Background: an optimization exercise with open tools, aiming at small area and few clock cycles per item. Do not read the settings as production practice.
In this exercise RTL edits were held to simulation tests only and were not proved equivalent to the original.
Power is estimated from default activity; no workload was simulated.

==> design.v <==
package swhsr_pkg;
    typedef enum logic [2:0] {
        PH_IDLE      = 3'd0,
        PH_LOW       = 3'd1,
        PH_HIGH      = 3'd2,
        PH_RESP_LOW  = 3'd3,
        PH_RESP_HIGH = 3'd4,
        PH_DATA_LOW  = 3'd5,
        PH_BIT_RISE  = 3'd6,
        PH_BIT_HIGH  = 3'd7
    } phase_t;
    localparam logic [7:0] CFG_START_LOW    = 8'd0;
    localparam logic [7:0] CFG_RELEASE_HIGH = 8'd1;
    localparam logic [7:0] CFG_RESPONSE     = 8'd2;
    localparam logic [7:0] CFG_BIT_TIMEOUT  = 8'd3;
    localparam logic [7:0] CFG_THRESHOLD    = 8'd4;
    localparam logic [15:0] START_LOW_RESET    = 16'd18000;
    localparam logic [7:0]  RELEASE_HIGH_RESET = 8'd20;
    localparam logic [7:0]  RESPONSE_RESET     = 8'd100;
    localparam logic [7:0]  BIT_TIMEOUT_RESET  = 8'd120;
    localparam logic [7:0]  THRESHOLD_RESET    = 8'd50;
    localparam logic [5:0]  FRAME_BIT_COUNT = 6'd40;
endpackage
import swhsr_pkg::*;
module single_wire_humidity_sensor_reader_top
(
    input  logic        clk,
    input  logic        rst_n,
    input  logic        in_valid,
    output logic        in_ready,
    input  logic        cmd,
    input  logic        line_level,
    input  logic        cfg_valid,
    output logic        cfg_ready,
    input  logic [7:0]  cfg_index,
    input  logic [15:0] cfg_data,
    output logic        out_valid,
    input  logic        out_ready,
    output logic        drive_enable,
    output logic        drive_level,
    output logic        busy_res,
    output logic        done_res,
    output logic [1:0]  status,
    output logic [12:0] humidity_pct,
    output logic signed [12:0] temperature_c
);
    function automatic logic cmp_f;
        input logic [15:0] a;
        input logic [15:0] b;
        input logic        cin;
        integer i;
        begin
            cmp_f = cin;
            for (i = 0; i < 16; i = i + 1)
                cmp_f = (a[i] & ~b[i]) | ((a[i] | ~b[i]) & cmp_f);
        end
    endfunction
    logic [15:0] start_low_reg;
    logic [7:0]  release_high_reg;
    logic [7:0]  response_reg;
    logic [7:0]  bit_timeout_reg;
    logic [7:0]  threshold_reg;
    swhsr_pkg::phase_t phase_reg;
    swhsr_pkg::phase_t phase_next;
    logic [7:0]  cnt_lo_reg, cnt_lo_next;
    logic [7:0]  cnt_hi_reg, cnt_hi_next;   
    logic [5:0]  bit_idx_reg;
    logic        out_valid_reg;
    logic [12:0] hq_reg;      
    logic [11:0] tq_reg;      
    logic        sign_reg;    
    logic [3:0]  rem_reg;     
    logic        mm_reg;      
    logic        ef_reg;      
    logic        to_reg;      
    logic        in_accept;
    logic        start;
    logic [7:0]  inc_lo, inc_hi;
    logic        inc_c, inc_c8;
    logic [8:0]  inc9;
    logic        ge_sl, ge_rh, ge_rsp, gt_bt;
    logic        bit_value;
    logic        bit_ev;
    logic        last_bit;
    logic        timeout_ev;
    logic [5:0]  idx_inc;
    logic        idx_c;
    logic [3:0]  rem_in;
    logic [4:0]  div_t;
    logic        div_q;
    logic [3:0]  rem_new;
    logic [2:0]  bpos;
    logic [7:0]  acc_sum;
    logic        acc_c;
    logic        ok;
    logic        neg_f;
    logic [12:0] tmag;
    assign cfg_ready = 1'b1;
    always_ff @(posedge clk or negedge rst_n)
    begin
        if (!rst_n)
        begin
            start_low_reg    <= START_LOW_RESET;
            release_high_reg <= RELEASE_HIGH_RESET;
            response_reg     <= RESPONSE_RESET;
            bit_timeout_reg  <= BIT_TIMEOUT_RESET;
            threshold_reg    <= THRESHOLD_RESET;
        end
        else if (cfg_valid)
        begin
            unique case (cfg_index)
                CFG_START_LOW:    start_low_reg    <= cfg_data;
                CFG_RELEASE_HIGH: release_high_reg <= cfg_data[7:0];
                CFG_RESPONSE:     response_reg     <= cfg_data[7:0];
                CFG_BIT_TIMEOUT:  bit_timeout_reg  <= cfg_data[7:0];
                CFG_THRESHOLD:    threshold_reg    <= cfg_data[7:0];
                default:          ;
            endcase
        end
    end
    assign in_ready  = !out_valid_reg || out_ready;
    assign in_accept = in_valid && in_ready;
    assign start     = cmd && (phase_reg == PH_IDLE);
    always_comb
    begin
        inc_c = 1'b1;
        for (int i = 0; i < 8; i++)
        begin
            inc_lo[i] = cnt_lo_reg[i] ^ inc_c;
            inc_c     = cnt_lo_reg[i] & inc_c;
        end
        inc_c8 = inc_c;
        for (int i = 0; i < 8; i++)
        begin
            inc_hi[i] = cnt_hi_reg[i] ^ inc_c;
            inc_c     = cnt_hi_reg[i] & inc_c;
        end
    end
    assign inc9      = {inc_c8, inc_lo};
    assign ge_sl     = cmp_f({inc_hi, inc_lo}, start_low_reg, 1'b1);
    assign ge_rh     = cmp_f({7'd0, inc9}, {8'd0, release_high_reg}, 1'b1);
    assign ge_rsp    = cmp_f({7'd0, inc9}, {8'd0, response_reg}, 1'b1);
    assign gt_bt     = cmp_f({7'd0, inc9}, {8'd0, bit_timeout_reg}, 1'b0);
    assign bit_value = cmp_f({8'd0, cnt_lo_reg}, {8'd0, threshold_reg}, 1'b0);
    always_comb
    begin
        phase_next  = phase_reg;
        cnt_lo_next = cnt_lo_reg;
        cnt_hi_next = cnt_hi_reg;
        bit_ev      = 1'b0;
        timeout_ev  = 1'b0;
        if (cmd)
        begin
            if (phase_reg == PH_IDLE)
            begin
                phase_next  = PH_LOW;
                cnt_lo_next = '0;
                cnt_hi_next = '0;
            end
        end
        else
        begin
            unique case (phase_reg)
                PH_IDLE:
                begin
                    phase_next = PH_IDLE;
                end
                PH_LOW:
                begin
                    cnt_lo_next = inc_lo;
                    cnt_hi_next = inc_hi;
                    if (ge_sl)
                    begin
                        phase_next  = PH_HIGH;
                        cnt_lo_next = '0;
                        cnt_hi_next = '0;
                    end
                end
                PH_HIGH:
                begin
                    cnt_lo_next = inc_lo;
                    if (ge_rh)
                    begin
                        phase_next  = PH_RESP_LOW;
                        cnt_lo_next = '0;
                    end
                end
                PH_RESP_LOW:
                begin
                    cnt_lo_next = inc_lo;
                    if (!line_level || ge_rsp)
                    begin
                        phase_next  = PH_RESP_HIGH;
                        cnt_lo_next = '0;
                    end
                end
                PH_RESP_HIGH:
                begin
                    cnt_lo_next = inc_lo;
                    if (line_level || ge_rsp)
                    begin
                        phase_next  = PH_DATA_LOW;
                        cnt_lo_next = '0;
                    end
                end
                PH_DATA_LOW:
                begin
                    cnt_lo_next = inc_lo;
                    if (!line_level || ge_rsp)
                    begin
                        phase_next  = PH_BIT_RISE;
                        cnt_lo_next = '0;
                    end
                end
                PH_BIT_RISE:
                begin
                    if (line_level)
                    begin
                        phase_next  = PH_BIT_HIGH;
                        cnt_lo_next = 8'd1;
                    end
                    else
                    begin
                        cnt_lo_next = inc_lo;
                        if (ge_rsp)
                        begin
                            phase_next  = PH_BIT_HIGH;
                            cnt_lo_next = '0;
                        end
                    end
                end
                PH_BIT_HIGH:
                begin
                    if (line_level)
                    begin
                        cnt_lo_next = inc_lo;
                        if (gt_bt)
                        begin
                            timeout_ev  = 1'b1;
                            phase_next  = PH_IDLE;
                            cnt_lo_next = '0;
                        end
                    end
                    else
                    begin
                        bit_ev      = 1'b1;
                        cnt_lo_next = '0;
                        if (!bit_idx_reg[5])
                        begin
                            cnt_hi_next = acc_sum;
                        end
                        if (last_bit)
                        begin
                            phase_next = PH_IDLE;
                        end
                        else
                        begin
                            phase_next = PH_BIT_RISE;
                        end
                    end
                end
                default:
                begin
                    phase_next = PH_IDLE;
                end
            endcase
        end
    end
    assign last_bit = bit_idx_reg[5] & bit_idx_reg[2] & bit_idx_reg[1] & bit_idx_reg[0];
    always_comb
    begin
        idx_c = 1'b1;
        for (int i = 0; i < 6; i++)
        begin
            idx_inc[i] = bit_idx_reg[i] ^ idx_c;
            idx_c      = bit_idx_reg[i] & idx_c;
        end
    end
    assign rem_in = ((bit_idx_reg == 6'd0) || (bit_idx_reg == 6'd17)) ? 4'd0 : rem_reg;
    assign div_t  = {rem_in, bit_value};
    always_comb
    begin
        unique case (div_t)
            5'd10:   {div_q, rem_new} = {1'b1, 4'd0};
            5'd11:   {div_q, rem_new} = {1'b1, 4'd1};
            5'd12:   {div_q, rem_new} = {1'b1, 4'd2};
            5'd13:   {div_q, rem_new} = {1'b1, 4'd3};
            5'd14:   {div_q, rem_new} = {1'b1, 4'd4};
            5'd15:   {div_q, rem_new} = {1'b1, 4'd5};
            5'd16:   {div_q, rem_new} = {1'b1, 4'd6};
            5'd17:   {div_q, rem_new} = {1'b1, 4'd7};
            5'd18:   {div_q, rem_new} = {1'b1, 4'd8};
            5'd19:   {div_q, rem_new} = {1'b1, 4'd9};
            default: {div_q, rem_new} = {1'b0, div_t[3:0]};
        endcase
    end
    assign bpos = bit_idx_reg[2:0];
    always_comb
    begin
        acc_c = 1'b0;
        for (int i = 0; i < 8; i++)
        begin
            acc_c      = acc_c | (bit_value && (bpos == 3'(7 - i)));
            acc_sum[i] = cnt_hi_reg[i] ^ acc_c;
            acc_c      = cnt_hi_reg[i] & acc_c;
        end
    end
    always_ff @(posedge clk or negedge rst_n)
    begin
        if (!rst_n)
        begin
            phase_reg     <= PH_IDLE;
            out_valid_reg <= 1'b0;
        end
        else
        begin
            if (in_accept)
            begin
                phase_reg <= phase_next;
            end
            out_valid_reg <= in_accept || (out_valid_reg && !out_ready);
        end
    end
    always_ff @(posedge clk)
    begin
        if (in_accept)
        begin
            cnt_lo_reg <= cnt_lo_next;
            cnt_hi_reg <= cnt_hi_next;
            ef_reg     <= bit_ev && last_bit;
            to_reg     <= timeout_ev;
            if (start)
            begin
                bit_idx_reg <= '0;
            end
            else if (bit_ev)
            begin
                bit_idx_reg <= idx_inc;
                rem_reg     <= rem_new;
                if (!bit_idx_reg[5])
                begin
                    if (!bit_idx_reg[4])
                    begin
                        hq_reg <= {hq_reg[11:0], div_q};
                    end
                    else if (bit_idx_reg[3:0] == 4'd0)
                    begin
                        sign_reg <= bit_value;
                    end
                    else
                    begin
                        tq_reg <= {tq_reg[10:0], div_q};
                    end
                end
                else
                begin
                    mm_reg <= ((bpos == 3'd0) ? 1'b0 : mm_reg)
                            | (bit_value != cnt_hi_reg[3'd7 - bpos]);
                end
            end
        end
    end
    assign ok = ef_reg && !mm_reg;
    always_comb
    begin
        neg_f = 1'b0;
        for (int i = 0; i < 12; i++)
        begin
            tmag[i] = ok & (tq_reg[i] ^ neg_f);
            neg_f   = neg_f | (sign_reg & tq_reg[i]);
        end
        tmag[12] = ok & neg_f;
    end
    assign out_valid     = out_valid_reg;
    assign drive_enable  = (phase_reg == PH_LOW) || (phase_reg == PH_HIGH);
    assign drive_level   = (phase_reg == PH_HIGH);
    assign busy_res      = (phase_reg != PH_IDLE);
    assign done_res      = ef_reg || to_reg;
    assign status        = {ef_reg && mm_reg, to_reg};
    assign humidity_pct  = ok ? hq_reg : 13'd0;
    assign temperature_c = tmag;
endmodule
==> run.sh <==
#!/bin/bash
# synth_recipe.tcl (not shown) runs the flow's synth.tcl, then flattens the netlist and writes it again
# the make line also repeats each setting of config.mk as NAME=value (left out here)
make -C /OpenROAD-flow-scripts/flow DESIGN_CONFIG=/design/flow/config.mk WORK_HOME=/design/flow/orfs CLKGATE_MAP_FILE= SYNTH_SCRIPT=/design/flow/synth_recipe.tcl finish
==> config.mk <==
export PLATFORM = sky130hd
export DESIGN_NAME = single_wire_humidity_sensor_reader_top
export DESIGN_NICKNAME = single_wire_humidity_sensor_reader_top
export VERILOG_FILES = /design/flow/design.v
export SDC_FILE = /design/flow/constraint.sdc
export NUM_CORES = 4
export LEC_CHECK = 0
export CAP_MARGIN = 20
export CORE_MARGIN = 2
export CORE_UTILIZATION = 60
export CTS_BUF_LIST = sky130_fd_sc_hd__clkbuf_2 sky130_fd_sc_hd__clkbuf_4 sky130_fd_sc_hd__clkbuf_8
export SLEW_MARGIN = 20
==> constraint.sdc <==
create_clock -name core_clock -period 8.0 [get_ports {clk}]
set_input_delay 1.6000 -clock core_clock [delete_from_list [all_inputs] [get_ports {clk}]]
set_output_delay 1.6000 -clock core_clock [all_outputs]
set_load 0.01 [all_outputs]
==> results.txt, run 1 <==
| Group | Quantity | This run |
|---|---|---|
| timing | Max-slew violation count | 0 |
| floorplan | Placeable core region | 9819 sq um |
| synthesis | Total of flip-flops plus latches after synthesis | 107 |
| timing | Worst setup slack after layout | 2854 ps |
| clocking | Maximum clock path buffer count | 2 |
| layout | Count of placed standard cells in the final layout, fillers left out | 767 |
| placed design | Number of port buffers | 64 |
| timing | Ratio of final minimum period to clock period | 0.6433 |
| floorplan | Full die area | 11030 sq um |
| synthesis | Count of distinct cell types in the synthesized netlist | 67 |
| clocking | H-tree depth | 3 |
| worst setup path | Slowest library cell on the worst path | edfxtp_1 |
| synthesis | Area share of the largest cell type after synthesis | 0.2697 |
| floorplan | Initial Util | 0.6237 |
| placed design | Final estimated routing congestion in global placement | 0.9011 |
| timing | Setup_tns | 0 ps |
| synthesis | Area share of and/or/nand/nor cells after synthesis | 0.1655 |
| min path | Class of the tightest hold or removal check | reg2reg |
| drt | Number of DRC violations after detailed-routing iteration 0 | 229 |
| worst setup path | Critical Path Source Type | flop |
| synthesis | Avg Cell Area, Syn | 10.74 sq um |
| worst setup path | Arr. time, crit path | 5370 ps |
| synthesis | Number of synthesized flops with an enable pin | 55 |
| timing | Max Freq | 194.3 MHz |
| synthesis | Cell accounting for the most synthesized area | edfxtp_1 |
| worst setup path | Critical R2R Launch | cnt_lo_reg[0] |
| global route | Antenna violations before repair | 0 |
| drt | Post-DR vias/cell | 5.874 |
| clocking | Clk slew on worst S/H paths | 100 ps |
| synthesis | Mux contribution to synthesized area | 0.07845 |
| global route | Global Route Usage Sum | 0.2501 |
| min path | Hold Startpoint | hq_reg[8] |
| timing | Max-slew headroom at the worst pin | 0.3072 |
| clocking | Post-CTS Hold Fix Bufs | 0 |
| drt | Vias | 4505 |
| synthesis | Summed instance area of the synthesized netlist | 6125 sq um |
| layout | Area of combinational cells with multiple inputs | 2948 sq um |
| placed design | Post-Place Worst Slack | 2960 ps |
| timing | Final Setup Violations | 0 |
| clocking | Root buffer selected by CTS | clkbuf_8 |
| clocking | Number of clock sinks | 107 |
| drt | First-pass detailed-route iteration total | 5 |
| layout | # fillers | 759 |
| synthesis | Number of warnings printed during yosys synthesis | 1 |
| worst setup path | Family with the most delay on the worst path | adder cells |
| global route | Vias in the first global route | 4495 |
| placed design | Placed wire-length estimate | 10.10 mm |
| clocking | Buffer count from post-CTS setup fixing | 0 |
| worst setup path | Maximum fanout count along the critical path | 9 |
| synthesis | Combinational family with the most area after synthesis | simple AND/OR/NAND/NOR gates |
| floorplan | Die Width | 105.0 microns |
| synthesis | Number of nets produced by synthesis | 632 |
| status | Run status | finished clean |
| power and ir drop | Post-layout total power | 1.403 mW |
| layout | Number of flip-flops under the largest register name | 16 |
| worst setup path | Timing startpoint of the critical path | cnt_lo_reg[0] |
| placed design | Inst Count DP | 751 |
| floorplan | I/O pin cnt | 66 |
| layout | Final nets | 691 |
| worst setup path | Count of buffering cells on the critical path with inverters included | 0 |
| worst setup path | Req. time, crit path | 8220 ps |
| synthesis | Dominant synthesized flop cell | edfxtp_1 |
| worst setup path | Crit-path max cell delay | 550 ps |
| power and ir drop | Worst vdd rail ir drop | 125.2 uV |
| timing | RSZ-0062 raised after global routing | false |
| synthesis | Xor and xnor fraction of the mapped netlist area | 0.02431 |
| synthesis | Post-synthesis async set-or-reset flop share | 0.4860 |
| power and ir drop | Power density over cell area | 198.5 nW/um^2 |
| timing | Largest clock skew in the final design | 12.15 ps |
| clocking | Resized cells post-CTS | 0 |
| floorplan | Vertical die dimension | 105.0 microns |
| drt | Routed wire per std cell | 17.33 microns |
| layout | Area growth from synthesis to layout | 15.44% |
| worst setup path | Most frequent CP cell | ha_1 |
| layout | Reg area | 2974 sq um |
| floorplan | Number of placement rows | 36 |
| drt | Final wirelength | 13.29 mm |
| clocking | CTS buffer count | 9 |
| timing | Transition time of the tightest slew-check pin | 1036 ps |
| synthesis | Cells after synthesis | 570 |
| run | Max cap viols | 0 |
| worst setup path | Crit. End Element | flop |
| layout | Share of final-layout standard cells stronger than drive strength 1 | 0.1404 |
| drt | Count of nets left with antenna violations after detail routing | 0 |
| global route | Pin count of the biggest net entering global routing | 53 |
| global route | Global-route wire length before repair | 21.83 mm |
| drt | Total DRC errors in the routed layout | 0 |
| synthesis | Most area-consuming cells after synthesis | edfxtp_1 (27%), dfrtp_1 (14%), dfstp_2 (7.3%) |
| worst setup path | Critical-path cell list | ha_1 > ha_1 > ha_1 > ha_1 > ha_1 > ha_1 > ha_1 > ha_1 > ha_1 > ha_1 > ha_1 > ha_1 > ha_1 > ha_1 > xnor2_1 > o22ai_1 > a21oi_1 > o2111ai_1 > o22ai_2 > nor2_1 > or3_1 > a21oi_1 |
| layout | # diodes | 0 |
| synthesis | Part of the Yosys area used for sequential elements | 0.4856 |
| synthesis | Fraction of the mapped netlist area in compound gates | 0.1320 |
| synthesis | Fraction of the mapped netlist area in adder cells | 0.07967 |
| clocking | TritonCTS clock tree | done |
| timing | Worst hold slack | 456.4 ps |
| timing | Hold Violations, Final | 0 |
| global route | Final global-route overflow total | 0 |
| timing | Fin crit period | 5146 ps |
| worst setup path | Critical setup path kind | reg2reg |
| power and ir drop | Leak Pwr | 2.867 nW |
| clocking | Clock Latency Late Sink | 390 ps |
-- through the flow --
step / area (sq um) / util
2_1_floorplan: 6125 / -
3_3_place_gp: 6867 / 0.6993
3_5_place_dp: 6867 / 0.6993
4_1_cts: 7071 / 0.7201
5_1_grt: 7071 / 0.7201
6_report: 7071 / 0.7201
-- routing by layer --
metal / GRT usage / vias to the layer above / part of all wire
li1: - / 2178 / -
met3: 0.02994 / 20 / 0.038
met4: 0.09810 / 0 / 0.020
met2: 0.4661 / 110 / 0.54
met1: 0.2908 / 2197 / 0.40
met5: 0 / - / 0
-- area by class of cell --
| class | instances | area share |
|---|---|---|
| clock buffer | 11 | 0.02017 |
| clock inverter | 5 | 0.008671 |
| inverter | 34 | 0.01805 |
| multi-input combinational | 411 | 0.4169 |
| sequential | 107 | 0.4206 |
| tap | 133 | 0.02354 |
| timing repair buffer | 66 | 0.09202 |
-- cells in the mapped netlist, types with 6 or more instances --
| cell | number |
|---|---|
| ha_1 | 31 |
| nor2b_1 | 20 |
| nor3_1 | 8 |
| mux2_2 | 36 |
| inv_1 | 34 |
| and2_1 | 29 |
| nand2b_1 | 21 |
| clkbuf_1 | 14 |
| a21oi_1 | 21 |
| dfrtp_1 | 35 |
| xor2_1 | 12 |
| nor2_1 | 35 |
| nand3_1 | 6 |
| maj3_1 | 10 |
| or3_1 | 6 |
| o21ai_0 | 25 |
| o211ai_1 | 8 |
| nand2_1 | 47 |
| edfxtp_1 | 55 |
| dfstp_2 | 17 |
-- path summary, 6_finish.rpt --
kind                                    endpoint  slack, ps  cells after the start
worst max-delay path               cnt_hi_reg[6]       2850                     22
worst min-delay path                   hq_reg[9]        460                      0
worst min register to register         hq_reg[9]        460                      0
worst max register to register     cnt_hi_reg[6]       2850                     22
max in group asynchronous       start_low_reg[8]       6240                      2
min in group asynchronous           phase_reg[0]       1320                      2
-- kinds of logic (layout without fill, tap and decap cells) --
logic type	after synthesis	after routing
XOR/XNOR	17	17
adder cells (fa/ha/maj)	41	41
flip-flops	107	107
buffers and inverters	52	116
AO/OA/AOI/OAI	117	117
AND/OR/NAND/NOR	194	194
multiplexers	41	41
other	1	1
-- where the power goes --
group / internal [mW] / leakage (nW) / switching, mW
logic: 0.173 / 1.64 / 0.197
clock network: 0.156 / 0.103 / 0.189
registers: 0.632 / 1.12 / 0.0555
total: 0.962 / 2.87 / 0.441
-- layout by cell type (no fill, tap or decap), types with 4 or more instances in the layout --
| cell type | synthesis | layout |
|---|---|---|
| ha_1 | 31 | 31 |
| and2_1 | 29 | 29 |
| o21ai_1 | 4 | 4 |
| o2111ai_1 | 4 | 4 |
| edfxtp_1 | 55 | 55 |
| clkbuf_8 | 0 | 10 |
| o22ai_1 | 4 | 4 |
| nor2_1 | 35 | 35 |
| inv_1 | 34 | 34 |
| a21oi_1 | 21 | 21 |
| nor3_1 | 8 | 8 |
| nand3_1 | 6 | 6 |
| a31o_2 | 5 | 5 |
| mux2_2 | 36 | 36 |
| nor2b_1 | 20 | 20 |
| maj3_1 | 10 | 10 |
| o221ai_1 | 5 | 5 |
| o21ai_0 | 25 | 25 |
| clkdlybuf4s50_1 | 0 | 63 |
| nand2_1 | 47 | 47 |
| dfstp_2 | 17 | 17 |
| dfrtp_1 | 35 | 35 |
| or3_1 | 6 | 6 |
| a21o_1 | 4 | 4 |
| o211ai_1 | 8 | 8 |
| nand2b_1 | 21 | 21 |
| o31ai_1 | 4 | 4 |
| xnor2_1 | 5 | 5 |
| nor4_1 | 4 | 4 |
| xor2_1 | 12 | 12 |
Testbench counts, summed over its fixed seeds: cycles 368,886, items 368,854.
==> run 2: changes to the inputs <==
==> flow/run.sh (new file) <==
#!/bin/bash
# The standard layout, with the port buffers made from the smallest buffer cell.
set -euo pipefail
bash standard.sh "BUFFER_PORTS_ARGS=-buffer_cell sky130_fd_sc_hd__buf_1" finish > standard_make.log 2>&1
==> standard.sh (new file) <==
#!/bin/bash
# synth_recipe.tcl (not shown) runs the flow's synth.tcl, then flattens the netlist and writes it again
# the make line also repeats each setting of config.mk as NAME=value (left out here)
make -C /OpenROAD-flow-scripts/flow DESIGN_CONFIG=/design/flow/config.mk WORK_HOME=/design/flow/orfs CLKGATE_MAP_FILE= SYNTH_SCRIPT=/design/flow/synth_recipe.tcl "${@:-finish}"
removed: run.sh
==> run 2 against run 1 <==
Sequential share of layout area up 2.7 points. Via count is 0.95% lower. Still clean. Power shrank 5.5%. Clock skew down 3.0 ps. Critical path depth did not move. First-iteration DRC count is 7.0% lower. Synthesized area unchanged.
==> results.txt, run 2 <==
| Group | Quantity | This run | vs previous |
|---|---|---|---|
| status | Run status | finished clean |  |
| timing | Setup_tns | 0 ps | unchanged |
| layout | # diodes | 0 | unchanged |
| clocking | Clock Latency Late Sink | 370 ps | -20 ps |
| worst setup path | Critical Path Source Type | flop |  |
| synthesis | Avg Cell Area, Syn | 10.74 sq um | unchanged |
| layout | Final Util | 0.6771 | -0.04294 |
| floorplan | Placeable core region | 9819 sq um | unchanged |
| timing | Hold Violations, Final | 0 | unchanged |
| synthesis | Number of synthesized flops with an enable pin | 55 | unchanged |
| synthesis | Total of flip-flops plus latches after synthesis | 107 | unchanged |
| floorplan | Die Width | 105.0 microns | unchanged |
| run | Max cap viols | 0 | unchanged |
| timing | Max-slew violation count | 0 | unchanged |
| global route | Global Route Usage Sum | 0.2404 | -0.009670 |
| drt | First-pass detailed-route iteration total | 5 | unchanged |
| clocking | Number of clock sinks | 107 | unchanged |
| power and ir drop | Leak Pwr | 2.697 nW | -5.9% |
| drt | Metal3 WL | 443 microns | -12% |
| timing | Ratio of final minimum period to clock period | 0.6390 | -0.004308 |
| clocking | Root buffer selected by CTS | clkbuf_8 |  |
| synthesis | Most frequent cells after synthesis | edfxtp_1 (55), nand2_1 (47), mux2_2 (36) |  |
| clocking | CTS buffer count | 9 | unchanged |
| synthesis | Post-synthesis async set-or-reset flop share | 0.4860 | unchanged |
| clocking | Resized cells post-CTS | 0 | unchanged |
| worst setup path | Arr. time, crit path | 5320 ps | -50 ps |
| layout | Share of final-layout standard cells stronger than drive strength 1 | 0.1356 | -0.004732 |
| synthesis | Cells after synthesis | 570 | unchanged |
| synthesis | Number of warnings printed during yosys synthesis | 1 | unchanged |
| clocking | Buffer count from post-CTS setup fixing | 0 | unchanged |
| synthesis | Most area-consuming cells after synthesis | edfxtp_1 (27%), dfrtp_1 (14%), dfstp_2 (7.3%) |  |
| layout | Area of combinational cells with multiple inputs | 2957 sq um | +0.30% |
| layout | # fillers | 812 | +7.0% |
| timing | Max Freq | 195.6 MHz | +0.67% |
| drt | Number of DRC violations after detailed-routing iteration 0 | 213 | -7.0% |
| timing | Final Setup Violations | 0 | unchanged |
| drt | Routed wire per std cell | 16.71 microns | -3.6% |
| worst setup path | Timing startpoint of the critical path | cnt_lo_reg[0] |  |
| synthesis | Part of the Yosys area used for sequential elements | 0.4856 | unchanged |
| layout | Reg area | 2974 sq um | unchanged |
| global route | Vias in the first global route | 4376 | -2.6% |
| min path | Class of the tightest hold or removal check | reg2reg |  |
| synthesis | Dominant synthesized flop cell | edfxtp_1 |  |
| layout | Count of placed standard cells in the final layout, fillers left out | 767 | unchanged |
| synthesis | Count leader, synth | edfxtp_1 |  |
| drt | Routed met2 length | 6.739 mm | -5.7% |
| worst setup path | Maximum fanout count along the critical path | 9 | unchanged |
| clocking | Post-CTS Hold Fix Bufs | 0 | unchanged |
| timing | Fin crit period | 5112 ps | -34.46 ps |
| global route | Antenna violations before repair | 0 | unchanged |
| drt | Uppermost layer routed | met4 |  |
| timing | Largest clock skew in the final design | 9.169 ps | -2.979 ps |
| placed design | Number of port buffers | 64 | unchanged |
| synthesis | Cell accounting for the most synthesized area | edfxtp_1 |  |
| layout | Commonest non-fill, non-tap cells in the layout | buf_1 (63), edfxtp_1 (55), nand2_1 (47) |  |
| worst setup path | Crit. End Element | flop |  |
| power and ir drop | Worst vdd rail ir drop | 105.4 uV | -16% |
| drt | Post-DR vias/cell | 5.817 | -0.95% |
| placed design | Inst Count DP | 751 | unchanged |
| clocking | Clk slew on worst S/H paths | 90 ps | about the same |
| timing | RSZ-0062 raised after global routing | false |  |
| synthesis | Summed instance area of the synthesized netlist | 6125 sq um | unchanged |
| clocking | H-tree depth | 3 | unchanged |
| drt | Count of nets left with antenna violations after detail routing | 0 | unchanged |
| drt | Wire length on met1 | 5.318 mm | -1.1% |
| worst setup path | Register-to-register setup slack | 2890 ps | +30 ps |
| clocking | Maximum clock path buffer count | 2 | unchanged |
| layout | Final nets | 691 | unchanged |
| worst setup path | Critical R2R Launch | cnt_lo_reg[0] |  |
| worst setup path | Req. time, crit path | 8210 ps | about the same |
| timing | Max-slew headroom at the worst pin | 0.3475 | +0.04023 |
| global route | Final global-route overflow total | 0 | unchanged |
| power and ir drop | Power density over cell area | 199.4 nW/um^2 | +0.47% |
| floorplan | Vertical die dimension | 105.0 microns | unchanged |
| placed design | Placed wire-length estimate | 9.860 mm | -2.4% |
| drt | Vias | 4462 | -0.95% |
| layout | Number of flip-flops under the largest register name | 16 | unchanged |
| drt | Total DRC errors in the routed layout | 0 | unchanged |
| synthesis | Area share of the largest cell type after synthesis | 0.2697 | unchanged |
| synthesis | Count of distinct cell types in the synthesized netlist | 67 | unchanged |
| floorplan | Initial Util | 0.6237 | unchanged |
| drt | Final wirelength | 12.82 mm | -3.6% |
| global route | Pin count of the biggest net entering global routing | 53 | unchanged |
| power and ir drop | Post-layout total power | 1.326 mW | -5.5% |
| placed design | Final estimated routing congestion in global placement | 0.8682 | -3.7% |
| worst setup path | Critical setup path kind | reg2reg |  |
| clocking | TritonCTS clock tree | done |  |
| layout | Most common cell after layout, fill and taps aside | buf_1 |  |
| synthesis | Number of nets produced by synthesis | 632 | unchanged |
| min path | Hold Startpoint | hq_reg[9] |  |
| floorplan | I/O pin cnt | 66 | unchanged |
| floorplan | Full die area | 11030 sq um | unchanged |
| timing | Transition time of the tightest slew-check pin | 975.2 ps | -61.23 ps |
| floorplan | Number of placement rows | 36 | unchanged |
| layout | Area growth from synthesis to layout | 8.560% |  |
| global route | Global-route wire length before repair | 20.91 mm | -4.2% |
## run 2: cell count changes in the layout (fill, tap and decap cells not counted)
cell / before / now
inv_4: 1 / 0
clkbuf_4: 0 / 2
buf_2: 1 / 0
inv_6: 0 / 1
clkdlybuf4s50_1: 63 / 0
clkinvlp_4: 1 / 0
buf_1: 0 / 63
clkinv_4: 2 / 1
bufinv_16: 1 / 0
clkinv_1: 0 / 3
clkbuf_8: 10 / 9
nor4b_4: 0 / 1
nor4b_2: 1 / 0
## run 2: path summary, 6_finish.rpt
kind,to,cells past startpoint
worst max-delay path,cnt_hi_reg[6],22
worst min-delay path,hq_reg[10],0
worst min register to register,hq_reg[10],0
min in group asynchronous,release_high_reg[5],2
worst max register to register,cnt_hi_reg[6],22
max in group asynchronous,start_low_reg[13],2
## run 2: layout make-up
type / count / share of cell area
inverters: 34 / 0.01919
multi-input cells: 411 / 0.4447
flip-flops and latches: 107 / 0.4473
repair buffers: 66 / 0.03858
clock buffers: 11 / 0.02089
well taps: 133 / 0.02503
clock inverters: 5 / 0.004328
## run 2: worst max-delay path, stage by stage (launching register included)
cell       delay, ps
edfxtp_1         540
ha_1             260
ha_1             180
ha_1             180
ha_1             180
ha_1             190
ha_1             190
ha_1             260
ha_1             210
ha_1             190
ha_1             190
ha_1             180
ha_1             180
ha_1             180
ha_1             210
xnor2_1          200
o22ai_1          140
a21oi_1          150
o2111ai_1        140
o22ai_2          330
nor2_1           180
or3_1            340
a21oi_1          150
## run 2: routing by layer
metal  up-vias  GRT usage
met5         -          0
met2        95     0.4411
li1       2178          -
met1      2164     0.2789
met4         0    0.09905
met3        25    0.03618
## run 2: cell families (layout without fill, tap and decap cells)
family          count (synthesis)  in the layout  share of synthesized area
other cells                     1              1                  0.0006123
mux                            41             41                    0.07845
flops                         107            107                     0.4856
buf+inv                        52            116                    0.03391
fa+ha+maj                      41             41                    0.07967
xor+xnor                       17             17                    0.02431
simple gates                  194            194                     0.1655
compound gates                117            117                     0.1320
## run 2: per-stage QoR
step / setup WS, ps / area, sq um / hold WS, ps
detailed placement: 2973 / 6472 / 426.3
global route: 2632 / 6649 / 467.6
finish: 2888 / 6649 / 450.9
global placement: 3119 / 6472 / 423.5
floorplan: 3467 / 6125 / 417.4
CTS: 2946 / 6640 / 449.3
## run 2: where the power goes
group	internal, mW	switching [mW]	total (mW)
Combinational	0.147	0.195	0.342
Sequential	0.633	0.0553	0.688
Clock	0.119	0.177	0.296
Total	0.899	0.427	1.33
==> run 3: changes to the inputs <==
==> flow/run.sh (replaced) <==
#!/bin/bash
# The standard layout, with the port buffers made from the smallest buffer cell
# and clock tree synthesis without dummy loads.
set -euo pipefail
bash standard.sh "BUFFER_PORTS_ARGS=-buffer_cell sky130_fd_sc_hd__buf_1" \
    "CTS_ARGS=-sink_clustering_enable -repair_clock_nets -dont_use_dummy_load -buf_list {sky130_fd_sc_hd__clkbuf_2 sky130_fd_sc_hd__clkbuf_4 sky130_fd_sc_hd__clkbuf_8}" \
    finish > standard_make.log 2>&1
==> run 3 against run 2 <==
Power shrank 2.6%. Sequential share of layout area is 0.30 points higher. Register-to-register slack gained 30 ps. Combinational power hardly changed. First-iteration DRC count grew 4.7%. Final cell count down 0.91%. Still clean. Core utilization shrank 0.45 points. Clock skew up 15 ps. Sequential cell count unchanged. Die area is the same.
==> results.txt, run 3 <==
| Group | Quantity | This run | vs previous |
|---|---|---|---|
| status | Run status | finished clean |  |
| drt | Total DRC errors in the routed layout | 0 | unchanged |
| global route | Pin count of the biggest net entering global routing | 53 | unchanged |
| drt | Final wirelength | 12.71 mm | -0.87% |
| layout | Final nets | 691 | unchanged |
| timing | Transition time of the tightest slew-check pin | 973.4 ps | -1.798 ps |
| layout | Area growth from synthesis to layout | 7.845% |  |
| layout | Share of final-layout standard cells stronger than drive strength 1 | 0.1308 | -0.004865 |
| synthesis | Number of synthesized flops with an enable pin | 55 | unchanged |
| worst setup path | Arr. time, crit path | 5270 ps | -50 ps |
| worst setup path | Number of cells on the worst reg-to-reg path | 22 | unchanged |
| worst setup path | Family with the most delay on the worst path | adder cells |  |
| power and ir drop | Fraction of power consumed by the clock network | 0.203 | -0.020 |
| drt | Vias | 4455 | -0.16% |
| timing | Hold Violations, Final | 0 | unchanged |
| synthesis | Most area-consuming cells after synthesis | edfxtp_1 (27%), dfrtp_1 (14%), dfstp_2 (7.3%) |  |
| synthesis | Avg Cell Area, Syn | 10.74 sq um | unchanged |
| power and ir drop | Cell internal power dissipation | 0.8814 mW | -2.0% |
| timing | Max-slew violation count | 0 | unchanged |
| layout | Reg area | 2974 sq um | unchanged |
| timing | Ratio of final minimum period to clock period | 0.6348 | -0.004153 |
| synthesis | Summed instance area of the synthesized netlist | 6125 sq um | unchanged |
| worst setup path | Crit-path max cell delay | 530 ps | about the same |
| clocking | Clk slew on worst S/H paths | 90 ps | about the same |
| power and ir drop | Power density over cell area | 195.4 nW/um^2 | -2.0% |
| layout | Number of flip-flops under the largest register name | 16 | unchanged |
| floorplan | Placeable core region | 9819 sq um | unchanged |
| worst setup path | Slowest library cell on the worst path | edfxtp_1 |  |
| floorplan | Number of placement rows | 36 | unchanged |
| worst setup path | Crit. End Element | flop |  |
| placed design | Final estimated routing congestion in global placement | 0.8682 | unchanged |
| placed design | Placed wire-length estimate | 9.860 mm | unchanged |
| global route | Global-route wire length before repair | 20.87 mm | -0.20% |
| timing | RSZ-0062 raised after global routing | false |  |
| clocking | H-tree depth | 3 | unchanged |
| timing | Worst hold slack | 449.4 ps | -1.494 ps |
| min path | Number of cells traversed by the worst hold path | 0 | unchanged |
| global route | Final global-route overflow total | 0 | unchanged |
| synthesis | Total of flip-flops plus latches after synthesis | 107 | unchanged |
| worst setup path | Critical Path Source Type | flop |  |
| drt | Post-DR vias/cell | 5.862 | +0.76% |
| global route | Global Route Usage Sum | 0.2400 | -0.0004351 |
| worst setup path | Most frequent CP cell | ha_1 |  |
| synthesis | Cells after synthesis | 570 | unchanged |
| synthesis | Most frequent cells after synthesis | edfxtp_1 (55), nand2_1 (47), mux2_2 (36) |  |
| drt | Number of DRC violations after detailed-routing iteration 0 | 223 | +4.7% |
| clocking | TritonCTS clock tree | done |  |
| power and ir drop | Comb power frac | 0.264 | +0.006 |
| synthesis | Count of distinct cell types in the synthesized netlist | 67 | unchanged |
| clocking | Clock Latency Late Sink | 370 ps | about the same |
| clocking | Maximum clock path buffer count | 2 | unchanged |
| clocking | Resized cells post-CTS | 0 | unchanged |
| floorplan | Die Width | 105.0 microns | unchanged |
| placed design | Number of port buffers | 64 | unchanged |
| layout | Most common cell after layout, fill and taps aside | buf_1 |  |
| power and ir drop | Switching power summed over all nets | 0.4095 mW | -4.0% |
| worst setup path | Critical setup path kind | reg2reg |  |
| timing | Fin crit period | 5079 ps | -33.22 ps |
| worst setup path | Count of buffering cells on the critical path with inverters included | 0 | unchanged |
| worst setup path | R2r endpoint | cnt_hi_reg[6] |  |
| synthesis | Area share of the largest cell type after synthesis | 0.2697 | unchanged |
| floorplan | Initial Util | 0.6237 | unchanged |
| min path | Class of the tightest hold or removal check | reg2reg |  |
| synthesis | Post-synthesis async set-or-reset flop share | 0.4860 | unchanged |
| worst setup path | Maximum fanout count along the critical path | 9 | unchanged |
| power and ir drop | Leak Pwr | 2.674 nW | -0.84% |
| clocking | Number of clock sinks | 107 | unchanged |
| timing | Setup_tns | 0 ps | unchanged |
| timing | Final Setup Violations | 0 | unchanged |
| floorplan | Full die area | 11030 sq um | unchanged |
| synthesis | Number of warnings printed during yosys synthesis | 1 | unchanged |
| power and ir drop | Worst vdd rail ir drop | 104.8 uV | -0.56% |
| timing | Largest clock skew in the final design | 24.11 ps | +14.94 ps |
| worst setup path | Total number of cells along the worst setup path | 22 | unchanged |
| layout | # fillers | 817 | +0.62% |
| worst setup path | Critical-path cell list | ha_1 > ha_1 > ha_1 > ha_1 > ha_1 > ha_1 > ha_1 > ha_1 > ha_1 > ha_1 > ha_1 > ha_1 > ha_1 > ha_1 > xnor2_1 > o22ai_1 > a21oi_1 > o2111ai_1 > o22ai_2 > nor2_1 > or3_1 > a21oi_1 |  |
| synthesis | Part of the Yosys area used for sequential elements | 0.4856 | unchanged |
| global route | Vias in the first global route | 4370 | -0.14% |
| layout | # diodes | 0 | unchanged |
| timing | Max-slew headroom at the worst pin | 0.3487 | +0.001203 |
| min path | Endpoint, Worst Hold | hq_reg[10] |  |
| worst setup path | Critical R2R Launch | cnt_lo_reg[0] |  |
| synthesis | Count leader, synth | edfxtp_1 |  |
| global route | Antenna violations before repair | 0 | unchanged |
| layout | Commonest non-fill, non-tap cells in the layout | buf_1 (63), edfxtp_1 (55), nand2_1 (47) |  |
| synthesis | Dominant synthesized flop cell | edfxtp_1 |  |
| floorplan | I/O pin cnt | 66 | unchanged |
| run | Max cap viols | 0 | unchanged |
| worst setup path | Register-to-register setup slack | 2920 ps | +30 ps |
| clocking | Root buffer selected by CTS | clkbuf_8 |  |
| synthesis | Number of nets produced by synthesis | 632 | unchanged |
| drt | Routed wire per std cell | 16.72 microns | about the same |
| power and ir drop | Sequential share of power | 0.533 | +0.014 |
| clocking | Buffer count from post-CTS setup fixing | 0 | unchanged |
| synthesis | Cell accounting for the most synthesized area | edfxtp_1 |  |
| clocking | CTS buffer count | 9 | unchanged |
| drt | Count of nets left with antenna violations after detail routing | 0 | unchanged |
| layout | Area of combinational cells with multiple inputs | 2957 sq um | unchanged |
| drt | First-pass detailed-route iteration total | 5 | unchanged |
| power and ir drop | Net switching fraction of the power | 0.3172 | -0.004648 |
| min path | Hold Startpoint | hq_reg[9] |  |
| clocking | Post-CTS Hold Fix Bufs | 0 | unchanged |
| floorplan | Vertical die dimension | 105.0 microns | unchanged |
| timing | Max Freq | 196.9 MHz | +0.65% |
| worst setup path | Req. time, crit path | 8190 ps | -20 ps |
[run 3: cells by family after synthesis]
family                   count (synthesis)  share of synthesized area
AND/OR/NAND/NOR                        194                     0.1655
AO/OA/AOI/OAI                          117                     0.1320
flip-flops                             107                     0.4856
buffers and inverters                   52                    0.03391
adder cells (fa/ha/maj)                 41                    0.07967
multiplexers                            41                    0.07845
XOR/XNOR                                17                    0.02431
other                                    1                  0.0006123
[run 3: worst max-delay path by stage]
stage / end / start / slack, ps
4_1_cts: cnt_hi_reg[6] / cnt_lo_reg[0] / 2950
2_1_floorplan: cnt_lo_reg[1] / cnt_lo_reg[0] / 3470
6_report: cnt_hi_reg[6] / cnt_lo_reg[0] / 2920
5_1_grt: cnt_hi_reg[6] / cnt_lo_reg[0] / 2640
3_3_place_gp: cnt_hi_reg[6] / cnt_lo_reg[0] / 3120
3_5_place_dp: cnt_lo_reg[5] / cnt_lo_reg[0] / 2970
[run 3: stage by stage]
step	instance area (sq um)	total power, mW	setup WS, ps	utilization	std cells
final	6605	1.291	2921	0.6727	760
after global routing	6605	1.362	2638	0.6727	760
after CTS	6596	1.299	2955	0.6718	760
after detailed placement	6472	1.039	2973	0.6591	751
after global placement	6472	1.026	3119	0.6591	751
after floorplan	6125	0.9382	3467	-	570
[run 3: power by group through the flow]
stage | Sequential (mW) | Combinational [mW] | Clock [mW]
floorplan | 0.668 | 0.270 | 0
detailed placement | 0.699 | 0.340 | 0
finish | 0.688 | 0.341 | 0.262
CTS | 0.687 | 0.342 | 0.270
global route | 0.695 | 0.382 | 0.284
global placement | 0.697 | 0.329 | 0
[run 3: cell type report]
class	count	share of cell area
sequential	107	0.4503
multi-input combinational	411	0.4476
inverter	34	0.01932
clock buffer	9	0.01875
timing repair buffer	66	0.03883
tap	133	0.02519
[run 3: layer usage]
layer | up-vias | share of wire | wire [microns] | track usage
met3 | 19 | 0.034 | 430 | 0.03618
li1 | 2168 | - | - | -
met5 | - | 0 | 0 | 0
met1 | 2186 | 0.41 | 5240 | 0.2792
met4 | 0 | 0.023 | 289 | 0.09905
met2 | 82 | 0.53 | 6744 | 0.4392
==> run 4: changes to the inputs <==
==> flow/run.sh (replaced) <==
#!/bin/bash
# The standard layout with three changes:
#  - synthesis maps the logic with an area-oriented ABC script and leaves
#    adders to ABC (no extract_fa); registers, their cells and names are
#    those of the standard synthesis;
#  - the port buffers are the smallest buffer cell;
#  - clock tree synthesis inserts no dummy loads.
set -euo pipefail
here=$(pwd)
# Synthesis script: synth_recipe.tcl, sourcing a copy of ORFS's synth.tcl
# whose abc call uses flow/abc_area.script.
sed "s|log_cmd abc {\*}\$abc_args|log_cmd abc {*}[lreplace \$abc_args 1 1 $here/flow/abc_area.script]|" \
    "$FLOW_HOME/scripts/synth.tcl" > "$here/area_synth_core.tcl"
grep -q "abc_area.script" "$here/area_synth_core.tcl"
sed "s|source \$::env(SCRIPTS_DIR)/synth.tcl|source $here/area_synth_core.tcl|" \
    "$here/synth_recipe.tcl" > "$here/area_synth.tcl"
grep -q "area_synth_core.tcl" "$here/area_synth.tcl"
bash standard.sh \
    "SYNTH_SCRIPT=$here/area_synth.tcl" \
    "ADDER_MAP_FILE=" \
    "BUFFER_PORTS_ARGS=-buffer_cell sky130_fd_sc_hd__buf_1" \
    "CTS_ARGS=-sink_clustering_enable -repair_clock_nets -dont_use_dummy_load -sink_clustering_size 60 -sink_clustering_max_diameter 300 -buf_list {sky130_fd_sc_hd__clkbuf_16}" \
    finish > standard_make.log 2>&1
==> flow/abc_area.script (new file) <==
strash
dch
amap
strash
dch
amap
topo
stime -c
dnsize -c
==> run 4 against run 3 <==
Power rose by 1.6%. Still clean. Clock skew down 8.6 ps. Critical endpoint is now phase_reg[1]. Register-to-register slack lost 610 ps. Clock-buffer cell count stayed put. Clock power increased by 42%. Highest routed layer unchanged. Worst setup slack got worse by 610 ps. Via count is 5.0% higher.
==> results.txt, run 4 <==
| Group | Quantity | This run | vs previous |
|---|---|---|---|
| status | Run status | finished clean |  |
| worst setup path | Critical Path Source Type | flop |  |
| clocking | Maximum clock path buffer count | 2 | unchanged |
| timing | Max Freq | 175.8 MHz | -11% |
| global route | Global-route wire length before repair | 20.91 mm | +0.20% |
| worst setup path | Req. time, crit path | 8240 ps | +50 ps |
| drt | Number of DRC violations after detailed-routing iteration 0 | 324 | +45% |
| worst setup path | Slowest library cell on the worst path | edfxtp_1 |  |
| run | Max cap viols | 0 | unchanged |
| drt | First-pass detailed-route iteration total | 6 | +1 |
| worst setup path | Number of cells on the worst reg-to-reg path | 33 | +50% |
| clocking | Number of clock sinks | 107 | unchanged |
| synthesis | Count leader, synth | nor2_1 |  |
| placed design | Number of port buffers | 64 | unchanged |
| power and ir drop | Power density over cell area | 214.9 nW/um^2 | +9.9% |
| clocking | Resized cells post-CTS | 0 | unchanged |
| min path | Number of cells traversed by the worst hold path | 0 | unchanged |
| synthesis | Count of distinct cell types in the synthesized netlist | 40 | -40% |
| global route | Pin count of the biggest net entering global routing | 53 | unchanged |
| power and ir drop | Leak Pwr | 2.090 nW | -22% |
| timing | Final Setup Violations | 0 | unchanged |
| clocking | Clk slew on worst S/H paths | 60 ps | -30 ps |
| worst setup path | Critical R2R Launch | cnt_lo_reg[0] |  |
| timing | Max-slew violation count | 0 | unchanged |
| drt | Final wirelength | 12.45 mm | -2.0% |
| floorplan | Number of placement rows | 34 | -5.6% |
| timing | Largest clock skew in the final design | 15.53 ps | -8.585 ps |
| layout | Number of flip-flops under the largest register name | 16 | unchanged |
| floorplan | Vertical die dimension | 99.27 microns | -5.5% |
| timing | Setup_tns | 0 ps | unchanged |
| power and ir drop | Net switching fraction of the power | 0.2948 | -0.02239 |
| min path | Hold Startpoint | hq_reg[2] |  |
| layout | Most common cell after layout, fill and taps aside | nor2_1 |  |
| power and ir drop | Worst vdd rail ir drop | 139.6 uV | +33% |
| min path | Endpoint, Worst Hold | hq_reg[3] |  |
| timing | Hold Violations, Final | 0 | unchanged |
| drt | Total DRC errors in the routed layout | 0 | unchanged |
| floorplan | Full die area | 9854 sq um | -11% |
| synthesis | Cells after synthesis | 589 | +3.3% |
| synthesis | Number of synthesized flops with an enable pin | 55 | unchanged |
| synthesis | Most area-consuming cells after synthesis | edfxtp_1 (30%), dfrtp_1 (16%), dfstp_2 (8.2%) |  |
| layout | Area growth from synthesis to layout | 12.09% |  |
| synthesis | Area share of the largest cell type after synthesis | 0.3033 | +0.03365 |
| worst setup path | Crit. End Element | flop |  |
| floorplan | Die Width | 99.27 microns | -5.5% |
| layout | # diodes | 0 | unchanged |
| layout | Share of final-layout standard cells stronger than drive strength 1 | 0.05531 | -0.07548 |
| synthesis | Most frequent cells after synthesis | nor2_1 (97), clkinv_1 (88), edfxtp_1 (55) |  |
| drt | Routed wire per std cell | 16.02 microns | -4.2% |
| layout | Final nets | 702 | +1.6% |
| floorplan | I/O pin cnt | 66 | unchanged |
| floorplan | Initial Util | 0.6214 | -0.002367 |
| clocking | TritonCTS clock tree | done |  |
| worst setup path | Register-to-register setup slack | 2310 ps | -610 ps |
| synthesis | Number of nets produced by synthesis | 620 | -1.9% |
| clocking | H-tree depth | 3 | unchanged |
| global route | Final global-route overflow total | 0 | unchanged |
| synthesis | Total of flip-flops plus latches after synthesis | 107 | unchanged |
| synthesis | Cell accounting for the most synthesized area | edfxtp_1 |  |
| timing | RSZ-0062 raised after global routing | false |  |
| clocking | Post-CTS Hold Fix Bufs | 0 | unchanged |
| worst setup path | Critical setup path kind | reg2reg |  |
| global route | Antenna violations before repair | 0 | unchanged |
| worst setup path | R2r endpoint | phase_reg[1] |  |
| global route | Global Route Usage Sum | 0.2652 | +0.02524 |
| clocking | Root buffer selected by CTS | clkbuf_16 |  |
| synthesis | Avg Cell Area, Syn | 9.245 sq um | -14% |
| timing | Ratio of final minimum period to clock period | 0.7112 | +0.07637 |
| power and ir drop | Sequential share of power | 0.509 | -0.024 |
| synthesis | Part of the Yosys area used for sequential elements | 0.5462 | +0.06059 |
| min path | Class of the tightest hold or removal check | reg2reg |  |
| power and ir drop | Fraction of power consumed by the clock network | 0.283 | +0.080 |
| clocking | Clock Latency Late Sink | 340 ps | -30 ps |
| worst setup path | Crit-path max cell delay | 440 ps | -90 ps |
| power and ir drop | Switching power summed over all nets | 0.3867 mW | -5.6% |
| global route | Vias in the first global route | 4371 | +0.023% |
| synthesis | Post-synthesis async set-or-reset flop share | 0.4860 | unchanged |
| floorplan | Placeable core region | 8763 sq um | -11% |
| worst setup path | Arr. time, crit path | 5930 ps | +660 ps |
| placed design | Final estimated routing congestion in global placement | 0.9729 | +12% |
| layout | Commonest non-fill, non-tap cells in the layout | nor2_1 (97), clkinv_1 (88), buf_1 (63) |  |
| drt | Vias | 4677 | +5.0% |
| power and ir drop | Comb power frac | 0.208 | -0.056 |
| timing | Max-slew headroom at the worst pin | 0.3351 | -0.01361 |
| worst setup path | Maximum fanout count along the critical path | 10 | +1 |
| placed design | Placed wire-length estimate | 9.360 mm | -5.1% |
| synthesis | Dominant synthesized flop cell | edfxtp_1 |  |
| clocking | Buffer count from post-CTS setup fixing | 0 | unchanged |
| synthesis | Number of warnings printed during yosys synthesis | 1 | unchanged |
| timing | Worst hold slack | 446.8 ps | -2.593 ps |
| timing | Fin crit period | 5690 ps | +611.0 ps |
| drt | Post-DR vias/cell | 6.019 | +2.7% |
| drt | Count of nets left with antenna violations after detail routing | 0 | unchanged |
| synthesis | Summed instance area of the synthesized netlist | 5445 sq um | -11% |
| clocking | CTS buffer count | 9 | unchanged |
| timing | Transition time of the tightest slew-check pin | 993.8 ps | +20.34 ps |
| power and ir drop | Cell internal power dissipation | 0.9248 mW | +4.9% |
| layout | Final Util | 0.6965 | +0.02380 |
==> run 4: worst max-delay path by stage <==
stage	startpoint	endpoint	slack [ps]
CTS	cnt_lo_reg[0]	phase_reg[1]	2390
global placement	cnt_lo_reg[0]	phase_reg[1]	2810
finish	cnt_lo_reg[0]	phase_reg[1]	2310
global route	cnt_lo_reg[0]	phase_reg[1]	1490
floorplan	cnt_lo_reg[0]	cnt_lo_reg[2]	3000
detailed placement	cnt_lo_reg[0]	phase_reg[1]	2540
==> run 4: through the flow <==
step | power, mW | cells | setup WS (ps) | area, sq um
floorplan | 0.8593 | 589 | 3002 | 5445
global placement | 0.9322 | 768 | 2809 | 5878
detailed placement | 0.9425 | 768 | 2542 | 5878
CTS | 1.314 | 777 | 2391 | 6103
global route | 1.377 | 777 | 1489 | 6103
finish | 1.311 | 777 | 2310 | 6103
==> run 4: kinds of logic (layout without fill, tap and decap cells) <==
logic type / count (synthesis) / in the layout / share of synthesized area
AO/OA/AOI/OAI: 183 / 183 / 0.2183
flip-flops: 107 / 107 / 0.5462
AND/OR/NAND/NOR: 207 / 207 / 0.1707
buffers and inverters: 91 / 171 / 0.06411
other: 1 / 1 / 0.0006887
==> run 4: power groups by stage <==
stage / Combinational [mW] / Clock [mW] / Sequential [mW]
floorplan: 0.193 / 0 / 0.666
global placement: 0.257 / 0 / 0.675
detailed placement: 0.266 / 0 / 0.676
CTS: 0.267 / 0.381 / 0.666
global route: 0.305 / 0.399 / 0.673
finish: 0.272 / 0.372 / 0.668
==> run 4: layer usage <==
layer / share of wire / GRT usage
met1: 0.47 / 0.3812
met3: 0.061 / 0.04568
met4: 0.022 / 0.09589
met5: 0 / 0
met2: 0.45 / 0.4111
==> run 4: final cells by class <==
type / count / area [sq um]
Sequential cell: 107 / 2974
Fill cell: 719 / 2660
Multi-Input combinational cell: 391 / 2122
Inverter: 88 / 330.3
Timing Repair Buffer: 74 / 316.6
Clock buffer: 9 / 225.2
Tap cell: 108 / 135.1
==> run 4: worst max-delay path: cells and delay by family, from the launching register on <==
family / cells / cell delay, ps
AOI/OAI and AO/OA: 21 / 3230
buffers and inverters: 4 / 830
DFF: 1 / 440
and+or+nand+nor: 8 / 1100
==> run 5: changes to the inputs <==
--- a/flow/run.sh
+++ b/flow/run.sh
@@ -21,3 +21,3 @@
     "BUFFER_PORTS_ARGS=-buffer_cell sky130_fd_sc_hd__buf_1" \
-    "CTS_ARGS=-sink_clustering_enable -repair_clock_nets -dont_use_dummy_load -sink_clustering_size 60 -sink_clustering_max_diameter 300 -buf_list {sky130_fd_sc_hd__clkbuf_16}" \
+    "CTS_ARGS=-repair_clock_nets -dont_use_dummy_load -buf_list {sky130_fd_sc_hd__clkbuf_16}" \
     finish > standard_make.log 2>&1
==> run 5 against run 4 <==
Maximum frequency did not move. Synthesized area did not move. Critical path depth did not move.
==> results.txt, run 5 <==
| Group | Quantity | This run | vs previous |
|---|---|---|---|
| worst setup path | Critical setup path kind | reg2reg |  |
| worst setup path | Slowest library cell on the worst path | edfxtp_1 |  |
| drt | Number of DRC violations after detailed-routing iteration 0 | 324 | unchanged |
| synthesis | Summed instance area of the synthesized netlist | 5445 sq um | unchanged |
| worst setup path | Arr. time, crit path | 5930 ps | about the same |
| placed design | Placed wire-length estimate | 9.360 mm | unchanged |
| clocking | CTS buffer count | 9 | unchanged |
| clocking | Root buffer selected by CTS | clkbuf_16 |  |
| power and ir drop | Cell internal power dissipation | 0.9248 mW | unchanged |
| power and ir drop | Net switching fraction of the power | 0.2948 | unchanged |
| timing | Ratio of final minimum period to clock period | 0.7112 | unchanged |
| floorplan | Placeable core region | 8763 sq um | unchanged |
| layout | Final nets | 702 | unchanged |
| layout | Most common cell after layout, fill and taps aside | nor2_1 |  |
| drt | Count of nets left with antenna violations after detail routing | 0 | unchanged |
| drt | Final wirelength | 12.45 mm | unchanged |
| timing | Largest clock skew in the final design | 15.53 ps | unchanged |
| timing | Hold Violations, Final | 0 | unchanged |
| synthesis | Cell accounting for the most synthesized area | edfxtp_1 |  |
| synthesis | Avg Cell Area, Syn | 9.245 sq um | unchanged |
| global route | Vias in the first global route | 4371 | unchanged |
| clocking | Resized cells post-CTS | 0 | unchanged |
| timing | Max-slew violation count | 0 | unchanged |
| synthesis | Cells after synthesis | 589 | unchanged |
| power and ir drop | Sequential share of power | 0.509 | about the same |
| layout | Number of flip-flops under the largest register name | 16 | unchanged |
| worst setup path | Maximum fanout count along the critical path | 10 | unchanged |
| placed design | Final estimated routing congestion in global placement | 0.9729 | unchanged |
| layout | Layout Cell Area excl Fill | 6103 sq um | unchanged |
| layout | Area growth from synthesis to layout | 12.09% | unchanged |
| power and ir drop | Leak Pwr | 2.090 nW | unchanged |
| drt | Routed wire per std cell | 16.02 microns | unchanged |
| floorplan | I/O pin cnt | 66 | unchanged |
| status | Run status | finished clean |  |
| min path | Number of cells traversed by the worst hold path | 0 | unchanged |
| global route | Global Route Usage Sum | 0.2652 | unchanged |
| power and ir drop | Fraction of power consumed by the clock network | 0.283 | about the same |
| worst setup path | Critical R2R Launch | cnt_lo_reg[0] |  |
| worst setup path | Total number of cells along the worst setup path | 33 | unchanged |
| global route | Antenna violations before repair | 0 | unchanged |
| synthesis | Count leader, synth | nor2_1 |  |
| floorplan | Full die area | 9854 sq um | unchanged |
| synthesis | Part of the Yosys area used for sequential elements | 0.5462 | unchanged |
| clocking | H-tree depth | 3 | unchanged |
| layout | Commonest non-fill, non-tap cells in the layout | nor2_1 (97), clkinv_1 (88), buf_1 (63) |  |
| synthesis | Total of flip-flops plus latches after synthesis | 107 | unchanged |
| global route | Pin count of the biggest net entering global routing | 53 | unchanged |
| drt | Total DRC errors in the routed layout | 0 | unchanged |
| synthesis | Dominant synthesized flop cell | edfxtp_1 |  |
| floorplan | Number of placement rows | 34 | unchanged |
| run | Max cap viols | 0 | unchanged |
| clocking | TritonCTS clock tree | done |  |
| floorplan | Die Width | 99.27 microns | unchanged |
| layout | Share of final-layout standard cells stronger than drive strength 1 | 0.05531 | unchanged |
| placed design | Number of port buffers | 64 | unchanged |
| synthesis | Most area-consuming cells after synthesis | edfxtp_1 (30%), dfrtp_1 (16%), dfstp_2 (8.2%) |  |
| synthesis | Number of warnings printed during yosys synthesis | 1 | unchanged |
| worst setup path | Number of cells on the worst reg-to-reg path | 33 | unchanged |
| clocking | Clock Latency Late Sink | 340 ps | about the same |
| synthesis | Number of nets produced by synthesis | 620 | unchanged |
| worst setup path | Timing startpoint of the critical path | cnt_lo_reg[0] |  |
| clocking | Buffer count from post-CTS setup fixing | 0 | unchanged |
| clocking | Clk slew on worst S/H paths | 60 ps | about the same |
| timing | Max Freq | 175.8 MHz | unchanged |
| drt | First-pass detailed-route iteration total | 6 | unchanged |
| power and ir drop | Worst vdd rail ir drop | 139.6 uV | unchanged |
| synthesis | Area share of the largest cell type after synthesis | 0.3033 | unchanged |
| min path | Class of the tightest hold or removal check | reg2reg |  |
| timing | Fin crit period | 5690 ps | unchanged |
| worst setup path | Crit. End Element | flop |  |
| clocking | Maximum clock path buffer count | 2 | unchanged |
| worst setup path | Critical Path Source Type | flop |  |
| timing | RSZ-0062 raised after global routing | false |  |
| synthesis | Number of synthesized flops with an enable pin | 55 | unchanged |
| drt | Post-DR vias/cell | 6.019 | unchanged |
| worst setup path | Crit-path max cell delay | 440 ps | about the same |
| global route | Final global-route overflow total | 0 | unchanged |
| worst setup path | Count of buffering cells on the critical path with inverters included | 4 | unchanged |
| min path | Hold Startpoint | hq_reg[2] |  |
| power and ir drop | Switching power summed over all nets | 0.3867 mW | unchanged |
| timing | Max-slew headroom at the worst pin | 0.3351 | unchanged |
| synthesis | Most frequent cells after synthesis | nor2_1 (97), clkinv_1 (88), edfxtp_1 (55) |  |
| timing | Final Setup Violations | 0 | unchanged |
| clocking | Number of clock sinks | 107 | unchanged |
| power and ir drop | Power density over cell area | 214.9 nW/um^2 | unchanged |
| clocking | Post-CTS Hold Fix Bufs | 0 | unchanged |
| synthesis | Post-synthesis async set-or-reset flop share | 0.4860 | unchanged |
| timing | Transition time of the tightest slew-check pin | 993.8 ps | unchanged |
| power and ir drop | Comb power frac | 0.208 | about the same |
| timing | Setup_tns | 0 ps | unchanged |
| synthesis | Count of distinct cell types in the synthesized netlist | 40 | unchanged |
| global route | Global-route wire length before repair | 20.91 mm | unchanged |
| floorplan | Initial Util | 0.6214 | unchanged |
| placed design | Placed standard-cell area | 5878 sq um | unchanged |
| drt | Vias | 4677 | unchanged |
| worst setup path | Family with the most delay on the worst path | compound AO/OA/AOI/OAI gates |  |
| layout | # diodes | 0 | unchanged |
| floorplan | Vertical die dimension | 99.27 microns | unchanged |
| worst setup path | Req. time, crit path | 8240 ps | about the same |
run 5: cell counts after synthesis:
No cell type changed its count.
run 5: layout make-up:
| class | count | area, sq um |
|---|---|---|
| fill | 719 | 2660 |
| tap | 108 | 135.1 |
| clock buffer | 9 | 225.2 |
| timing repair buffer | 74 | 316.6 |
| multi-input combinational | 391 | 2122 |
| inverter | 88 | 330.3 |
| sequential | 107 | 2974 |
run 5: logic make-up (layout without fill, tap and decap cells):
kind of cell           after synthesis  in the layout  synth area share
AO/OA/AOI/OAI                      183            183            0.2183
flip-flops                         107            107            0.5462
AND/OR/NAND/NOR                    207            207            0.1707
buffers and inverters               91            171           0.06411
other                                1              1         0.0006887
run 5: final timing paths:
kind	endpoint	slack, ps
max in group asynchronous	phase_reg[1]	6200
worst max-delay path	phase_reg[1]	2310
worst min-delay path	hq_reg[3]	450
min in group asynchronous	release_high_reg[3]	1370
worst min register to register	hq_reg[3]	450
worst max register to register	phase_reg[1]	2310
run 5: power by group through the flow:
stage / combinational, mW / clock [mW] / sequential [mW]
floorplan: 0.193 / 0 / 0.666
global placement: 0.257 / 0 / 0.675
detailed placement: 0.266 / 0 / 0.676
CTS: 0.267 / 0.381 / 0.666
global route: 0.305 / 0.399 / 0.673
finish: 0.272 / 0.372 / 0.668
run 5: per-layer routing:
| layer | GRT usage | routed length [microns] | up-vias |
|---|---|---|---|
| met2 | 0.4111 | 5549 | 195 |
| met5 | 0 | 0 | - |
| met4 | 0.09589 | 278 | 0 |
| met3 | 0.04568 | 757 | 32 |
| met1 | 0.3812 | 5860 | 2155 |
| li1 | - | - | 2295 |
run 5: through the flow:
stage                     setup WS (ps)  hold WS [ps]    util  power [mW]  instances
final                              2310         446.8  0.6965       1.311        777
after global routing               1489         462.0  0.6965       1.377        777
after CTS                          2391         451.3  0.6965       1.314        777
after detailed placement           2542         424.7  0.6708      0.9425        768
after global placement             2809         423.3  0.6708      0.9322        768
after floorplan                    3002         418.0       -      0.8593        589
==> run 6: changes to the inputs <==
--- a/flow/run.sh
+++ b/flow/run.sh
@@ -21,3 +21,3 @@
     "BUFFER_PORTS_ARGS=-buffer_cell sky130_fd_sc_hd__buf_1" \
-    "CTS_ARGS=-repair_clock_nets -dont_use_dummy_load -buf_list {sky130_fd_sc_hd__clkbuf_16}" \
+    "CTS_ARGS=-sink_clustering_enable -repair_clock_nets -dont_use_dummy_load -buf_list {sky130_fd_sc_hd__clkbuf_2 sky130_fd_sc_hd__clkbuf_4 sky130_fd_sc_hd__clkbuf_8}" \
     finish > standard_make.log 2>&1
==> run 6 against run 5 <==
Via count rose by 0.30%. Power fell by 8.3%. Clock skew rose by 8.1 ps. Final cell count did not move. Sequential cell count did not move. Die area did not move. Sequential power barely moved. Combinational power barely moved. Maximum frequency rose by 0.82%. Clock-buffer cell count did not move. Design area fell by 1.7%. Largest cell class unchanged. Highest routed layer unchanged.
==> results.txt, run 6 <==
| Group | Quantity | This run | vs previous |
|---|---|---|---|
| synthesis | Number of synthesized flops with an enable pin | 55 | unchanged |
| status | Run status | finished clean |  |
| synthesis | Part of the Yosys area used for sequential elements | 0.5462 | unchanged |
| floorplan | Initial Util | 0.6214 | unchanged |
| floorplan | Placeable core region | 8763 sq um | unchanged |
| timing | Worst hold slack | 452.7 ps | +5.953 ps |
| power and ir drop | Leak Pwr | 2.044 nW | -2.2% |
| synthesis | Avg Cell Area, Syn | 9.245 sq um | unchanged |
| synthesis | Summed instance area of the synthesized netlist | 5445 sq um | unchanged |
| drt | Number of DRC violations after detailed-routing iteration 0 | 333 | +2.8% |
| placed design | Final estimated routing congestion in global placement | 0.9729 | unchanged |
| placed design | Number of port buffers | 64 | unchanged |
| global route | Global-route wire length before repair | 20.64 mm | -1.3% |
| synthesis | Post-synthesis async set-or-reset flop share | 0.4860 | unchanged |
| power and ir drop | Comb power frac | 0.225 | +0.017 |
| synthesis | Most area-consuming cells after synthesis | edfxtp_1 (30%), dfrtp_1 (16%), dfstp_2 (8.2%) |  |
| power and ir drop | Switching power summed over all nets | 0.3763 mW | -2.7% |
| global route | Antenna violations before repair | 0 | unchanged |
| synthesis | Count leader, synth | nor2_1 |  |
| placed design | Post-Place Worst Slack | 2542 ps | unchanged |
| timing | Max Freq | 177.2 MHz | +0.82% |
| run | Max cap viols | 0 | unchanged |
| clocking | CTS buffer count | 9 | unchanged |
| min path | Class of the tightest hold or removal check | reg2reg |  |
| placed design | Placed wire-length estimate | 9.360 mm | unchanged |
| timing | Max-slew violation count | 0 | unchanged |
| layout | Number of flip-flops under the largest register name | 16 | unchanged |
| global route | Pin count of the biggest net entering global routing | 53 | unchanged |
| worst setup path | Crit-path max cell delay | 450 ps | about the same |
| floorplan | Vertical die dimension | 99.27 microns | unchanged |
| layout | Final Util | 0.6849 | -0.01157 |
| power and ir drop | Net switching fraction of the power | 0.3128 | +0.01790 |
| power and ir drop | Worst vdd rail ir drop | 123.7 uV | -11% |
| worst setup path | Critical setup path kind | reg2reg |  |
run 6: cell counts after synthesis:
No cell type changed its count.
run 6: path summary, 6_finish.rpt:
path / startpoint / to / slack, ps / cells past startpoint
worst max register to register: cnt_lo_reg[0] / phase_reg[1] / 2360 / 33
max in group asynchronous: rst_n / phase_reg[1] / 6230 / 2
worst min register to register: hq_reg[2] / hq_reg[3] / 450 / 0
worst max-delay path: cnt_lo_reg[0] / phase_reg[1] / 2360 / 33
min in group asynchronous: rst_n / release_high_reg[3] / 1340 / 2
worst min-delay path: hq_reg[2] / hq_reg[3] / 450 / 0
run 6: kinds of logic after synthesis:
kind of cell           Yosys count  synth area share
flip-flops                     107            0.5462
buffers and inverters           91           0.06411
AO/OA/AOI/OAI                  183            0.2183
AND/OR/NAND/NOR                207            0.1707
other                            1         0.0006887
run 6: layout make-up:
class / count / area [sq um]
flip-flops and latches: 107 / 2974
fillers: 732 / 2761
multi-input cells: 391 / 2122
inverters: 88 / 330.3
repair buffers: 74 / 316.6
well taps: 108 / 135.1
clock buffers: 9 / 123.9
run 6: critical path: cells and delay by family (launching register included):
kind                   cells  cell delay [ps]
AOI/OAI and AO/OA         19             2880
and+or+nand+nor           10             1390
buffers and inverters      4              840
DFF                        1              440
run 6: routing by layer:
| layer | wire, microns | global-route usage | part of all wire |
|---|---|---|---|
| met1 | 5718 | 0.3781 | 0.46 |
| met2 | 5484 | 0.4085 | 0.45 |
| met3 | 846 | 0.04216 | 0.069 |
| met4 | 249 | 0.08325 | 0.020 |
| met5 | 0 | 0 | 0 |
run 6: through the flow:
step | instance area (sq um) | total power [mW]
2_1_floorplan | 5445 | 0.8593
3_3_place_gp | 5878 | 0.9322
3_5_place_dp | 5878 | 0.9425
4_1_cts | 6002 | 1.203
5_1_grt | 6002 | 1.266
6_report | 6002 | 1.203
run 6: power groups by stage:
stage	logic [mW]	clock network (mW)	registers, mW
finish	0.271	0.266	0.667
global placement	0.257	0	0.675
global route	0.304	0.289	0.672
CTS	0.267	0.271	0.665
detailed placement	0.266	0	0.676
floorplan	0.193	0	0.666

==> static timing again, ports no longer ideal <==
The results above use ideal ports. As a check the final layouts listed here were re-extracted and re-timed, cells and wires unchanged. Step 1: set_driving_cell puts a clkbuf_16 on clk and a buf_2 on each other input, an assumption about the parent block. Step 2 times the ports against the registers' clock, not the clock port: input delays grow and output delays shrink by t, the midpoint of the rising clock arrivals with the driver on. Three values: ideal ports, drivers, drivers and shift; two values: the first two.
run	shift t [ns]	slack for setup (ns)
run 1	0.414	2.854 / 2.854 / 2.854
run 2	0.401	2.888 / 2.888 / 2.888
run 3	0.393	2.921 / 2.921 / 2.921
run 4	0.373	2.310 / 2.310 / 2.310
run 5	0.373	2.310 / 2.310 / 2.310
run 6	0.390	2.357 / 2.357 / 2.357
After both steps every run listed still meets setup and hold.
